Context: an optimization exercise on an open-source flow, tuned for small area, a short achievable clock period and few clock cycles. The choices shown serve that exercise and are no tape-out recipe.
Only simulation tests tie the RTL to the original design; equivalence was not proved.

Design cubic_segment_current_profile_top, start of the top module:
module cubic_segment_current_profile_top #(
   parameter logic [7:0]  DIV_REGS = 8'b1111_1111
) (
   input  logic         clock,
   input  logic         reset,
   input  logic         req_valid,
   output logic         req_stall,
   input  logic [17:0]  req_data,
   output logic         rsp_valid,
   input  logic         rsp_stall,
   output logic [16:0]  rsp_data,
   input  logic         csr_wr_en,
   input  logic [2:0]   csr_index,
   input  logic [63:0]  csr_wdata
);
For scale: about 11000 cells after synthesis, roughly 1000 flip-flops, ~110 I/O pins, roughly 100000 um^2 of cells after synthesis.
clock: 9.0 ns
lec_check: 0
cap_margin: 20
core_margin: 2
core_utilization: 40
setup_slack_margin: 4.0
slew_margin: 20
run.sh (not shown) runs the stock make flow with config.mk's settings and CLKGATE_MAP_FILE= SYNTH_SCRIPT=/design/flow/synth_recipe.tcl, a recipe that flattens the netlist after the stock synthesis.
The starting point completed without violations.
Testbench counts at the start, summed over its fixed seeds: cycles 4,480.
Next try:
Settings changed: CORE_UTILIZATION 40 to 60, SETUP_SLACK_MARGIN 4.0 to 5, TNS_END_PERCENT set to 1.
What happened: Utilization rises by 23 points; via count rises by 2.9%; setup slack gets better by 0.58 ns; routed wire length rises by 1.2%; sequential cell count is unchanged; count of clock-buffer cells in the layout falls by 27; first-iteration DRC count rises by 30%.
Next try:
Settings changed: CTS_CLUSTER_SIZE set to 20, TNS_END_PERCENT 1 to 5.
The new run went through all stages and came out clean.
Routed wire length rose by 2.4%.
Synthesized area does not change.
Synthesized cell count is unchanged.
Worst setup slack stays flat.
Fmax barely changes.
Non-clock buffer count grows by 31.
Die area is unchanged.
Next try:
Settings changed: CTS_CLUSTER_SIZE 20 to unset.
Result: The new run produced a clean layout; worst setup slack is better by 0.013 ns; design area is about the same; wire length stays flat; clock-buffer cell count is unchanged; non-clock buffer count rises by 6.

* * *

## main
Another version of the RTL of cubic_segment_current_profile_top (not shown whole).
For scale: roughly 9700 cells after synthesis, roughly 960 flip-flops, roughly 110 I/O pins.
// cubic_segment_current_profile_top
module cubic_segment_current_profile_top #(
   parameter logic [15:0] DIV_REGS = 16'b1010_1010_1010_1010,
   parameter bit          H_SPLIT  = 1'b1
) (
   input  logic         clock,
   input  logic         reset,
   input  logic         req_valid,
   output logic         req_stall,
   input  logic [17:0]  req_data,
   output logic         rsp_valid,
   input  logic         rsp_stall,
   output logic [16:0]  rsp_data,
   input  logic         csr_wr_en,
   input  logic [2:0]   csr_index,
   input  logic [63:0]  csr_wdata
);
   localparam [2:0] CSR_RAMP_UP   = 3'd0;
   localparam [2:0] CSR_HOLD      = 3'd1;
   localparam [2:0] CSR_RAMP_DOWN = 3'd2;
   localparam [2:0] CSR_UP_COEF   = 3'd3;
   localparam [2:0] CSR_DOWN_COEF = 3'd4;
   localparam [2:0] CSR_CEILING   = 3'd5;
   logic [23:0] up_len_ff, hold_len_ff, down_len_ff;
   logic [63:0] up_coef_ff, down_coef_ff;
   logic [15:0] ceiling_ff;
   always_ff @(posedge clock) begin
      if (reset) begin
         up_len_ff    <= '0;
         hold_len_ff  <= '0;
  ...
Settings: LEC_CHECK=0, CAP_MARGIN=20, CORE_MARGIN=2, CORE_UTILIZATION=40, SLEW_MARGIN=20; clock period 9.0 ns.
main has completed all stages; timing, DRC and antenna checks passed.
Testbench counts of main, summed over its fixed seeds: cycles 4,520.
[inputs] the feature branch vs main
Settings: SETUP_SLACK_MARGIN newly set to 3.5.
Results
- Compare the feature branch and main | register-to-register slack lower: main
- Against main, the feature branch comes in 3.3 points lower on register share of the cell area.
- In the feature branch, sequential cell area is higher than in main.
- The post-CTS setup repair buffer count number comes out lower for main vs the feature branch.
- Number of DRC markers after the initial detailed-route iteration in the feature branch is 1.3% higher than in main
- The final area of the feature branch exceeds that of main by 0.016 mm^2.

[what the ideal ports hide]
No port has a modelled driver above. Below, the same layouts with a new extraction and two added sets of constraints.
Step 1 sets driving cells, clkbuf_16 on the clock port and buf_2 on the other inputs (assumed; they add their load-dependent delay and slew).
Step 2, shift: input delay + t, output delay - t, t = (earliest + latest rising clock arrival at the registers) / 2. This alone moves slack from input paths to output paths.
Three values: ideal, step 1, step 2; two values: the first two.
run	t (ns)	slack for setup (ns)	hold slack, ns
the first run of note 1	0.907	4.127 / 4.070 / 4.127	0.408 / 0.408 / 0.408
the second run of note 1	0.872	4.703 / 4.703 / 4.224	0.413 / 0.413 / 0.413
the third run of note 1	0.861	4.703 / 4.703 / 4.543	0.418 / 0.418 / 0.418
the fourth run of note 1	0.866	4.716 / 4.716 / 4.512	0.418 / 0.418 / 0.418
main	0.860	1.038 / 1.038 / 1.038	0.385 / 0.385 / 0.385
the feature branch	0.864	2.899 / 2.899 / 2.899	0.394 / 0.394 / 0.394
After both steps every run listed still meets setup and hold. For the second run of note 1, which loses most, drivers alone change the setup slack by 0.000 ns; drivers and shift together by -0.479 ns.
